This design comes from an exercise in tuning for small area, a short achievable clock period and few clock cycles per item on the open sky130 flow, not from production work.
RTL that was checked went through simulation tests only; none was proved equivalent to the original.

==> branch amber: inputs <==
==> flow/design.v <==
`default_nettype none
package agpt_pkg;
  localparam int MEAS_W    = 16;
  localparam int CFG_W     = 16;
  localparam int CFG_IDX_W = 2;
  localparam int VAR_W     = 24;
  localparam int DEN_W     = VAR_W + 1;
  localparam int GAIN_W    = 17;
  localparam logic [CFG_IDX_W-1:0] CFG_PROCESS_NOISE = 2'd0;
  localparam logic [CFG_IDX_W-1:0] CFG_MEAS_NOISE    = 2'd1;
  localparam logic [CFG_IDX_W-1:0] CFG_VEL_GAIN      = 2'd2;
  localparam logic [CFG_W-1:0]  PROCESS_NOISE_RST = 16'd1024;
  localparam logic [CFG_W-1:0]  MEAS_NOISE_RST    = 16'd6400;
  localparam logic [CFG_W-1:0]  VEL_GAIN_RST      = 16'd19661;
  localparam logic [VAR_W-1:0]  VAR_RST   = 24'd256;
  localparam logic [VAR_W-1:0]  VAR_MAX   = 24'hFFFFFF;
endpackage
`default_nettype wire
`default_nettype none
module agpt_div #(
  parameter int W   = 25,
  parameter int NST = 2
) (
  input  wire logic [W-1:0]       rem_in,
  input  wire logic [W-1:0]       den,
  output logic      [W-1:0]       rem_out,
  output logic      [2*NST-1:0]   q
);
  always_comb begin
    logic [W-1:0] r;
    logic [W+2:0] t1, t2, t3;
    logic [W+2:0] a3, b3, c3, s3, k3;
    r = rem_in;
    for (int i = NST - 1; i >= 0; i--) begin
      t1 = {1'b0, r, 2'b00} - {3'b000, den};
      t2 = {1'b0, r, 2'b00} - {2'b00, den, 1'b0};
      a3 = {1'b0, r, 2'b10};
      b3 = ~{2'b00, den, 1'b0};
      c3 = ~{3'b000, den};
      s3 = a3 ^ b3 ^ c3;
      k3 = (a3 & b3) | (a3 & c3) | (b3 & c3);
      t3 = s3 + {k3[W+1:0], 1'b0};
      if (!t3[W+2]) begin
        r = t3[W-1:0];
        q[2*i +: 2] = 2'd3;
      end else if (!t2[W+2]) begin
        r = t2[W-1:0];
        q[2*i +: 2] = 2'd2;
      end else if (!t1[W+2]) begin
        r = t1[W-1:0];
        q[2*i +: 2] = 2'd1;
      end else begin
        r = {r[W-3:0], 2'b00};
        q[2*i +: 2] = 2'd0;
      end
    end
    rem_out = r;
  end
endmodule
module agpt_benc #(
  parameter int AW = 17,
  parameter int ND = (AW + 2) / 2
) (
  input  wire logic [AW-1:0]   a,
  output logic      [3*ND-1:0] d
);
  logic [2*ND:0] ax;
  assign ax = {{(2*ND-AW){1'b0}}, a, 1'b0};
  always_comb begin
    for (int j = 0; j < ND; j++) begin
      logic [2:0] g;
      g = ax[2*j +: 3];
      d[3*j]     = g[0] ^ g[1];
      d[3*j + 1] = (g == 3'b011) || (g == 3'b100);
      d[3*j + 2] = g[2] && !(g == 3'b111);
    end
  end
endmodule
module agpt_mul #(
  parameter int ND = 9,
  parameter int BW = 25,
  parameter int PW = 43
) (
  input  wire logic [3*ND-1:0]      d,
  input  wire logic signed [BW-1:0] b,
  input  wire logic [PW-1:0]        c,
  output logic      [PW-1:0]        p
);
  localparam int WW = BW + 1;              
  logic [PW-1:0]    rows [ND];
  logic [PW-1:0]    negs;
  logic [PW-1:0]    kc;
  always_comb begin
    kc   = '0;
    negs = '0;
    for (int j = 0; j < ND; j++) begin
      logic          one, two, neg;
      logic [WW-1:0] m;
      one  = d[3*j];
      two  = d[3*j + 1];
      neg  = d[3*j + 2];
      m    = one ? {b[BW-1], b} : (two ? {b, 1'b0} : '0);
      m    = neg ? ~m : m;
      rows[j] = '0;
      rows[j][2*j +: WW] = {~m[WW-1], m[WW-2:0]};
      negs[2*j] = neg;
      kc = kc - (PW'(1) << (WW - 1 + 2*j));
    end
  end
  always_comb begin
    p = c + kc + negs;
    for (int j = 0; j < ND; j++) p = p + rows[j];
  end
endmodule
`default_nettype wire
`default_nettype none
module alpha_gain_position_tracker (
  input  wire logic                 clk,
  input  wire logic                 rst_n,
  input  wire logic                 cfg_we,
  input  wire logic [1:0]           cfg_index,
  input  wire logic [15:0]          cfg_data,
  input  wire logic                 in_valid,
  output logic                      in_stall,
  input  wire logic [32:0]          in_data,
  output logic                      out_valid,
  input  wire logic                 out_stall,
  output logic [32:0]               out_data
);
  localparam int POS_W  = 24;
  localparam int STEP_W = 21;
  localparam int VAR_W  = 24;
  localparam int DEN_W  = 25;
  localparam int MB_W   = 25;           
  localparam int PW     = 18 + MB_W;    
  localparam int NIT    = 4;            
  localparam int CNT_W  = 2;
  localparam logic [2:0] T0 = 3'd0;
  localparam logic [2:0] T1 = 3'd1;
  localparam logic [2:0] T2 = 3'd2;
  localparam logic [2:0] T3 = 3'd3;
  localparam logic [2:0] T4 = 3'd4;
  localparam logic [2:0] T5 = 3'd5;
  localparam logic [2:0] TP = 3'd6;     
  localparam logic [1:0] V_IDLE = 2'd0;
  localparam logic [1:0] V_RUN  = 2'd1;
  localparam logic [1:0] V_DONE = 2'd2;
  localparam logic [1:0] V_FIX  = 2'd3;    
  function automatic logic signed [POS_W-1:0] sat_pos(input logic signed [POS_W+1:0] v);
    if ((&v[POS_W+1:POS_W-1]) || !(|v[POS_W+1:POS_W-1]))
      sat_pos = v[POS_W-1:0];
    else
      sat_pos = v[POS_W+1] ? {1'b1, {(POS_W-1){1'b0}}} : {1'b0, {(POS_W-1){1'b1}}};
  endfunction
  function automatic logic signed [STEP_W-1:0] sat_step(input logic signed [MB_W:0] v);
    if ((&v[MB_W:STEP_W-1]) || !(|v[MB_W:STEP_W-1]))
      sat_step = v[STEP_W-1:0];
    else
      sat_step = v[MB_W] ? {1'b1, {(STEP_W-1){1'b0}}} : {1'b0, {(STEP_W-1){1'b1}}};
  endfunction
  function automatic logic signed [15:0] to_port(input logic signed [POS_W-1:0] p);
    logic [15:0] h;
    logic        c;
    h = p[POS_W-1:8];
    c = p[7];
    for (int i = 0; i < 16; i++) begin
      to_port[i] = h[i] ^ c;
      c          = c & h[i];
    end
    if (!h[15] && to_port[15]) to_port = 16'h7FFF;
  endfunction
  logic [15:0]               pn_r, mn_r, vg_r;
  logic [2:0]                seq_r;
  logic                      seeded_r;
  logic                      epa_r;         
  logic signed [POS_W-1:0]   pos_r  [2];
  logic signed [STEP_W-1:0]  step_r [2];
  logic [VAR_W-1:0]          var_r;
  logic signed [MB_W-1:0]    mb_r;          
  logic signed [PW-1:0]      prod_r;
  logic                      out_valid_r;
  logic [1:0]                vst_r;
  logic [CNT_W-1:0]          vcnt_r;
  logic [DEN_W-1:0]          rem_r;
  logic [DEN_W-1:0]          den_r;
  logic [16:0]               q_r;           
  logic                      z_r;           
  logic                      det;
  logic signed [15:0]        meas_x, meas_y;
  logic                      out_free;
  logic                      frame_ps;      
  logic                      frame_c;       
  logic                      go_ps, go_c;
  logic                      early_p;
  assign det      = in_data[32];
  assign meas_x   = in_data[31:16];
  assign meas_y   = in_data[15:0];
  assign out_free = !out_valid_r || !out_stall;
  assign frame_ps = in_valid && (!det || !seeded_r);
  assign frame_c  = in_valid && det && seeded_r;
  assign go_ps    = (seq_r == T0) && frame_ps && out_free;
  assign go_c     = (seq_r == T0) && frame_c && out_free && (vst_r == V_DONE);
  assign early_p  = (seq_r >= T2) && in_valid && !det && !epa_r;
  assign in_stall = !(go_ps || (seq_r == T1));
  logic [16:0]               a_nx;
  logic [26:0]               a_enc;
  logic [26:0]               benc_r;
  logic signed [PW-1:0]      mul_c;
  logic signed [PW-1:0]      prod;
  always_comb begin
    if ((seq_r == T0 && go_c) || seq_r == T1) a_nx = q_r;
    else if (seq_r == T2 || seq_r == T3)      a_nx = {1'b0, vg_r};
    else                                      a_nx = {1'b0, mn_r};
    if (seq_r == T0) mul_c = PW'(rem_r);
    else             mul_c = PW'(32768);
  end
  agpt_benc #(.AW(17)) u_benc (
    .a (a_nx),
    .d (a_enc)
  );
  always_ff @(posedge clk) benc_r <= a_enc;
  agpt_mul #(.ND(9), .BW(MB_W), .PW(PW)) u_mul (
    .d (benc_r),
    .b (mb_r),
    .c (mul_c),
    .p (prod)
  );
  logic signed [MB_W-1:0]  prod_hi;    
  assign prod_hi = prod_r[MB_W+15:16];
  logic                      load_c;
  logic                      p_upd;
  logic [VAR_W-1:0]          vbase;
  logic [VAR_W:0]            vsum;
  logic [VAR_W-1:0]          vp;
  logic [DEN_W-1:0]          rem_nx;
  logic [3:0]                qbits;
  logic                      ld_run;        
  logic                      ld_fix;
  logic [VAR_W-1:0]          lbase;
  logic [15:0]               lpn;
  logic [DEN_W-1:0]          dsum;
  assign load_c  = (seq_r == T1);
  assign p_upd   = (go_ps && !epa_r) || early_p;
  assign ld_fix  = (vst_r == V_FIX);
  assign ld_run  = load_c || ((vst_r == V_IDLE || ld_fix) && !p_upd);
  assign vbase   = load_c ? prod_r[VAR_W+15:16] : var_r;
  assign vsum    = {1'b0, vbase} + (VAR_W+1)'(pn_r);
  assign vp      = vsum[VAR_W] ? {VAR_W{1'b1}} : vsum[VAR_W-1:0];
  assign lbase   = load_c ? prod_r[VAR_W+15:16] : (var_r | {VAR_W{ld_fix}});
  assign lpn     = ld_fix ? 16'd0 : pn_r;
  assign dsum    = DEN_W'(lbase) + DEN_W'(lpn) + DEN_W'(mn_r);
  agpt_div #(.W(DEN_W), .NST(2)) u_div (
    .rem_in  (rem_r),
    .den     (den_r),
    .rem_out (rem_nx),
    .q       (qbits)
  );
  always_ff @(posedge clk) begin
    if (!rst_n) begin
      var_r  <= agpt_pkg::VAR_RST;
      vst_r  <= V_IDLE;
      vcnt_r <= '0;
    end else if (cfg_we) begin
      vst_r  <= V_IDLE;
    end else if (ld_run) begin
      if (load_c) var_r <= vbase;
      vst_r  <= (!load_c && !ld_fix && vsum[VAR_W] && mn_r != '0) ? V_FIX : V_RUN;
      vcnt_r <= '0;
    end else if (p_upd) begin
      var_r  <= vp;
      vst_r  <= V_IDLE;
    end else if (vst_r == V_RUN) begin
      vcnt_r <= vcnt_r + 1'b1;
      if (vcnt_r == CNT_W'(NIT - 1)) vst_r <= V_DONE;
    end
  end
  always_ff @(posedge clk) begin
    if (ld_run) begin
      if (mn_r == '0) begin
        rem_r  <= '0;
        den_r  <= '1;
        z_r    <= (vp != '0);
      end else begin
        if (!ld_fix) rem_r <= DEN_W'(vp);
        den_r  <= dsum;
        z_r    <= 1'b0;
      end
    end else if (vst_r == V_RUN) begin
      rem_r <= rem_nx;
      q_r[15:0] <= {q_r[11:0], qbits};
      if (vcnt_r == CNT_W'(NIT - 1)) q_r[16] <= z_r;
    end
  end
  always_ff @(posedge clk) begin
    if (!rst_n) begin
      pn_r <= agpt_pkg::PROCESS_NOISE_RST;
      mn_r <= agpt_pkg::MEAS_NOISE_RST;
      vg_r <= agpt_pkg::VEL_GAIN_RST;
    end else if (cfg_we) begin
      case (cfg_index)
        2'd0: pn_r <= cfg_data;
        2'd1: mn_r <= cfg_data;
        2'd2: vg_r <= cfg_data;
        default: ;
      endcase
    end
  end
  always_ff @(posedge clk) begin
    if (!rst_n) begin
      seq_r       <= T0;
      seeded_r    <= 1'b0;
      epa_r       <= 1'b0;
      out_valid_r <= 1'b0;
      for (int i = 0; i < 2; i++) begin
        pos_r[i]  <= '0;
        step_r[i] <= '0;
      end
    end else begin
      if (out_valid_r && !out_stall) out_valid_r <= 1'b0;
      if (early_p) epa_r <= 1'b1;
      case (seq_r)
        T0: begin
          if (go_ps) begin
            epa_r <= 1'b0;
            if (det) begin
              pos_r[0]    <= POS_W'(meas_x) <<< 8;
              pos_r[1]    <= POS_W'(meas_y) <<< 8;
              step_r[0]   <= '0;
              step_r[1]   <= '0;
              seeded_r    <= 1'b1;
              out_valid_r <= 1'b1;
            end else begin
              pos_r[0]    <= upd_pos;
              seq_r       <= TP;
            end
          end else if (go_c) begin
            pos_r[0] <= upd_pos;
            seq_r    <= T1;
          end
        end
        TP: begin
          pos_r[1]    <= upd_pos;
          out_valid_r <= 1'b1;
          seq_r       <= T0;
        end
        T1: begin
          pos_r[1] <= upd_pos;
          seq_r    <= T2;
        end
        T2: begin
          pos_r[0] <= upd_pos;
          seq_r    <= T3;
        end
        T3: begin
          pos_r[1]    <= upd_pos;
          out_valid_r <= 1'b1;
          seq_r       <= T4;
        end
        T4: begin
          step_r[0] <= upd_step;
          seq_r     <= T5;
        end
        T5: begin
          step_r[1] <= upd_step;
          seq_r     <= T0;
        end
        default: seq_r <= T0;
      endcase
    end
  end
  logic signed [POS_W-1:0]   upd_a;
  logic signed [MB_W-1:0]    upd_b;
  logic signed [MB_W:0]      upd_sum;
  logic signed [POS_W-1:0]   upd_pos;
  logic signed [STEP_W-1:0]  upd_step;
  logic                      upd_y;
  always_comb begin
    upd_y = (seq_r == T1) || (seq_r == TP) || (seq_r == T3) || (seq_r == T5);
    if (seq_r == T4 || seq_r == T5) upd_a = upd_y ? POS_W'(step_r[1]) : POS_W'(step_r[0]);
    else                            upd_a = upd_y ? pos_r[1] : pos_r[0];
    if (seq_r == T0 || seq_r == T1 || seq_r == TP)
      upd_b = upd_y ? MB_W'(step_r[1]) : MB_W'(step_r[0]);
    else
      upd_b = prod_hi;
  end
  assign upd_sum  = (MB_W+1)'(upd_a) + (MB_W+1)'(upd_b);
  assign upd_pos  = sat_pos((POS_W+2)'(upd_sum));
  assign upd_step = sat_step(upd_sum);
  logic signed [15:0]        res_m;
  logic signed [MB_W-1:0]    res_ns;
  logic                      pp_ovf;
  logic signed [MB_W-1:0]    resid;
  assign res_m  = (seq_r == T1) ? meas_y : meas_x;
  assign res_ns = MB_W'($signed({res_m, 8'h00})) - MB_W'(upd_a) - MB_W'(upd_b);
  assign pp_ovf = !((&upd_sum[MB_W:POS_W-1]) || !(|upd_sum[MB_W:POS_W-1]));
  always_comb begin
    if (!pp_ovf)           resid = res_ns;
    else if (upd_sum[MB_W]) resid = {1'b0, ~res_m[15], res_m[14:0], 8'h00};   
    else                    resid = {1'b1, ~res_m[15], res_m[14:0], 8'h01};   
  end
  always_ff @(posedge clk) begin
    prod_r <= prod;
    if (seq_r == T0 && go_c || seq_r == T1)
      mb_r <= resid;
    else if (seq_r == T2 || seq_r == T3)
      mb_r <= prod_hi;
    else if (vst_r == V_RUN && vcnt_r == CNT_W'(NIT - 1))
      mb_r <= MB_W'({z_r, q_r[11:0], qbits});   
 end
  assign out_valid = out_valid_r;
  assign out_data  = {to_port(pos_r[0]), to_port(pos_r[1]), seeded_r};
endmodule
`default_nettype wire
==> flow/run.sh <==
#!/bin/bash
# synth_recipe.tcl (not shown) runs the flow's synth.tcl, then flattens the netlist and writes it again
# the make line also repeats each setting of config.mk as NAME=value (left out here)
make -C /OpenROAD-flow-scripts/flow DESIGN_CONFIG=/design/flow/config.mk WORK_HOME=/design/flow/orfs CLKGATE_MAP_FILE= SYNTH_SCRIPT=/design/flow/synth_recipe.tcl finish
==> flow/config.mk <==
export PLATFORM = sky130hd
export DESIGN_NAME = alpha_gain_position_tracker
export DESIGN_NICKNAME = alpha_gain_position_tracker
export VERILOG_FILES = /design/flow/design.v
export SDC_FILE = /design/flow/constraint.sdc
export NUM_CORES = 4
export LEC_CHECK = 0
export CAP_MARGIN = 20
export CORE_MARGIN = 2
export CORE_UTILIZATION = 50
export SETUP_SLACK_MARGIN = 5.0
export SLEW_MARGIN = 20
==> flow/constraint.sdc <==
create_clock -name core_clock -period 10.5 [get_ports {clk}]
set_input_delay 2.1000 -clock core_clock [delete_from_list [all_inputs] [get_ports {clk}]]
set_output_delay 2.1000 -clock core_clock [all_outputs]
set_load 0.01 [all_outputs]
==> inputs of branch willow, as changes to branch amber <==
--- a/flow/design.v
+++ b/flow/design.v
@@ -24,4 +24,5 @@
   input  wire logic [W-1:0]       rem_in,
   input  wire logic [W-1:0]       den,
+  input  wire logic [W+1:0]       den3,
   output logic      [W-1:0]       rem_out,
   output logic      [2*NST-1:0]   q
@@ -30,15 +31,9 @@
     logic [W-1:0] r;
     logic [W+2:0] t1, t2, t3;
-    logic [W+2:0] a3, b3, c3, s3, k3;
     r = rem_in;
     for (int i = NST - 1; i >= 0; i--) begin
       t1 = {1'b0, r, 2'b00} - {3'b000, den};
       t2 = {1'b0, r, 2'b00} - {2'b00, den, 1'b0};
-      a3 = {1'b0, r, 2'b10};
-      b3 = ~{2'b00, den, 1'b0};
-      c3 = ~{3'b000, den};
-      s3 = a3 ^ b3 ^ c3;
-      k3 = (a3 & b3) | (a3 & c3) | (b3 & c3);
-      t3 = s3 + {k3[W+1:0], 1'b0};
+      t3 = {1'b0, r, 2'b00} - {1'b0, den3};
       if (!t3[W+2]) begin
         r = t3[W-1:0];
@@ -143,4 +138,5 @@
   localparam logic [2:0] T5 = 3'd5;
   localparam logic [2:0] TP = 3'd6;     
+  localparam logic [2:0] TS = 3'd7;     
   localparam logic [1:0] V_IDLE = 2'd0;
   localparam logic [1:0] V_RUN  = 2'd1;
@@ -172,4 +168,5 @@
   logic [15:0]               pn_r, mn_r, vg_r;
   logic [2:0]                seq_r;
+  logic                      t0_r, t1_r;
   logic                      seeded_r;
   logic                      epa_r;         
@@ -184,4 +181,5 @@
   logic [DEN_W-1:0]          rem_r;
   logic [DEN_W-1:0]          den_r;
+  logic [DEN_W+1:0]          den3_r;        
   logic [16:0]               q_r;           
   logic                      z_r;           
@@ -201,6 +199,6 @@
   assign go_ps    = (seq_r == T0) && frame_ps && out_free;
   assign go_c     = (seq_r == T0) && frame_c && out_free && (vst_r == V_DONE);
-  assign early_p  = (seq_r >= T2) && in_valid && !det && !epa_r;
-  assign in_stall = !(go_ps || (seq_r == T1));
+  assign early_p  = (seq_r >= T2) && (seq_r <= T5) && in_valid && !det && !epa_r;
+  assign in_stall = !((seq_r == T1) || (seq_r == TP) || (seq_r == TS));
   logic [16:0]               a_nx;
   logic [26:0]               a_enc;
@@ -212,6 +210,6 @@
     else if (seq_r == T2 || seq_r == T3)      a_nx = {1'b0, vg_r};
     else                                      a_nx = {1'b0, mn_r};
-    if (seq_r == T0) mul_c = PW'(rem_r);
-    else             mul_c = PW'(32768);
+    if (t0_r) mul_c = PW'(rem_r);
+    else      mul_c = PW'(32768);
   end
   agpt_benc #(.AW(17)) u_benc (
@@ -220,4 +218,9 @@
   );
   always_ff @(posedge clk) benc_r <= a_enc;
+  always_ff @(posedge clk) begin
+    t0_r <= !rst_n || (seq_r == T0 && !go_ps && !go_c) || seq_r == T5 ||
+            seq_r == TP || seq_r == TS;
+    t1_r <= rst_n && go_c;
+  end
   agpt_mul #(.ND(9), .BW(MB_W), .PW(PW)) u_mul (
     .d (benc_r),
@@ -237,11 +240,14 @@
   logic                      ld_run;        
   logic                      ld_fix;
+  logic                      ld_data;
   logic [VAR_W-1:0]          lbase;
   logic [15:0]               lpn;
   logic [DEN_W-1:0]          dsum;
-  assign load_c  = (seq_r == T1);
+  logic [DEN_W+1:0]          dsum3;
+  assign load_c  = t1_r;              
   assign p_upd   = (go_ps && !epa_r) || early_p;
   assign ld_fix  = (vst_r == V_FIX);
-  assign ld_run  = load_c || ((vst_r == V_IDLE || ld_fix) && !p_upd);
+  assign ld_data = load_c || vst_r == V_IDLE || ld_fix;
+  assign ld_run  = ld_data && !(p_upd && !load_c);
   assign vbase   = load_c ? prod_r[VAR_W+15:16] : var_r;
   assign vsum    = {1'b0, vbase} + (VAR_W+1)'(pn_r);
@@ -250,7 +256,11 @@
   assign lpn     = ld_fix ? 16'd0 : pn_r;
   assign dsum    = DEN_W'(lbase) + DEN_W'(lpn) + DEN_W'(mn_r);
+  assign dsum3   = (DEN_W+2)'({lbase, 1'b0}) + (DEN_W+2)'(lbase)
+                 + (DEN_W+2)'({lpn, 1'b0}) + (DEN_W+2)'(lpn)
+                 + (DEN_W+2)'({mn_r, 1'b0}) + (DEN_W+2)'(mn_r);
   agpt_div #(.W(DEN_W), .NST(2)) u_div (
     .rem_in  (rem_r),
     .den     (den_r),
+    .den3    (den3_r),
     .rem_out (rem_nx),
     .q       (qbits)
@@ -276,12 +286,14 @@
   end
   always_ff @(posedge clk) begin
-    if (ld_run) begin
+    if (ld_data) begin
       if (mn_r == '0) begin
         rem_r  <= '0;
         den_r  <= '1;
+        den3_r <= '1;
         z_r    <= (vp != '0);
       end else begin
         if (!ld_fix) rem_r <= DEN_W'(vp);
         den_r  <= dsum;
+        den3_r <= dsum3;
         z_r    <= 1'b0;
       end
@@ -329,5 +341,5 @@
               step_r[1]   <= '0;
               seeded_r    <= 1'b1;
-              out_valid_r <= 1'b1;
+              seq_r       <= TS;
             end else begin
               pos_r[0]    <= upd_pos;
@@ -343,4 +355,8 @@
           out_valid_r <= 1'b1;
           seq_r       <= T0;
+        end
+        TS: begin
+          out_valid_r <= 1'b1;
+          seq_r       <= T0;
         end
         T1: begin
Settings changed: ABC_AREA from default to 1, CAP_MARGIN 20 to 5, PLACE_DENSITY from default to 0.75, SETUP_SLACK_MARGIN 5.0 to 4.5, SLEW_MARGIN 20 to 5.
==> results.txt <==
Run status: branch amber timing/DRC/antenna clean; branch willow timing/DRC/antenna clean
Count of instances resized after the clock tree is built: branch amber 628; branch willow 195
Xor/xnor share of the synthesized area: branch amber 0.0914; branch willow 0.0767
Area growth, synth to finish: branch amber 23.5%; branch willow 9.31%
Required @ worst endpoint: branch amber 10810 ps; branch willow 8400 ps
Netlist area before placement: branch amber 40800 µm²; branch willow 45600 µm²
Syn Inst Count: branch amber 5069; branch willow 6584
Clock distribution area overhead in the final layout: branch amber 0.0258; branch willow 0.0260
Category of the worst setup path capture point: branch amber flop; branch willow output pin
Initial antenna violation count: branch amber 9; branch willow 1
Met3 track demand over resource in global routing: branch amber 0.0574; branch willow 0.0690
Final routed wirelength across all metal layers: branch amber 154 mm; branch willow 173 mm
Number of well taps: branch amber 1060; branch willow 1176
Count of different cell masters after synthesis: branch amber 98; branch willow 64
Area share of fa/ha/maj cells after synthesis: branch amber 0.249; branch willow 0.243
Die width: branch amber 290 µm; branch willow 306 µm
Clock Sinks: branch amber 316; branch willow 344
Placed cell area: branch amber 43000 µm²; branch willow 47300 µm²
Diodes inserted: branch amber 6; branch willow 1
Post-synthesis net count: branch amber 5780; branch willow 7358
Critical path depth in cells: branch amber 26; branch willow 18
Testbench counts of branch willow, summed over its fixed seeds: cycles 17,844, frames 3,200.
Only the layout flow was run in branch amber; the RTL was not checked for function there.

-- what the ideal ports hide --
In the flow no input, the clock included, has a driving cell. The finished layouts below were timed again as built, in two steps. Step 1, drivers: a clkbuf_16 drives clk and a buf_2 each remaining input, both assumed. Step 2 times the ports against the registers' clock, not the clock port: input delays grow and output delays shrink by t, the midpoint of the rising clock arrivals with the driver on. Slacks: no drivers / after step 1 / after step 2; pairs: no drivers / after step 1.
| run | t (ns) | slack for setup (ns) | worst data-port slew with drivers (ns) | cell pins on the clock port's net |
|---|---|---|---|---|
| branch amber | 0.643 | 3.801 / 3.801 / 3.801 | 0.06 | 1 |
| branch willow | 0.653 | 4.617 / 4.556 / 4.341 | 0.06 | 1 |
After both steps setup and hold are still met in every run listed. For branch willow, which loses most, drivers alone change the setup slack by -0.061 ns; drivers and shift together by -0.276 ns.
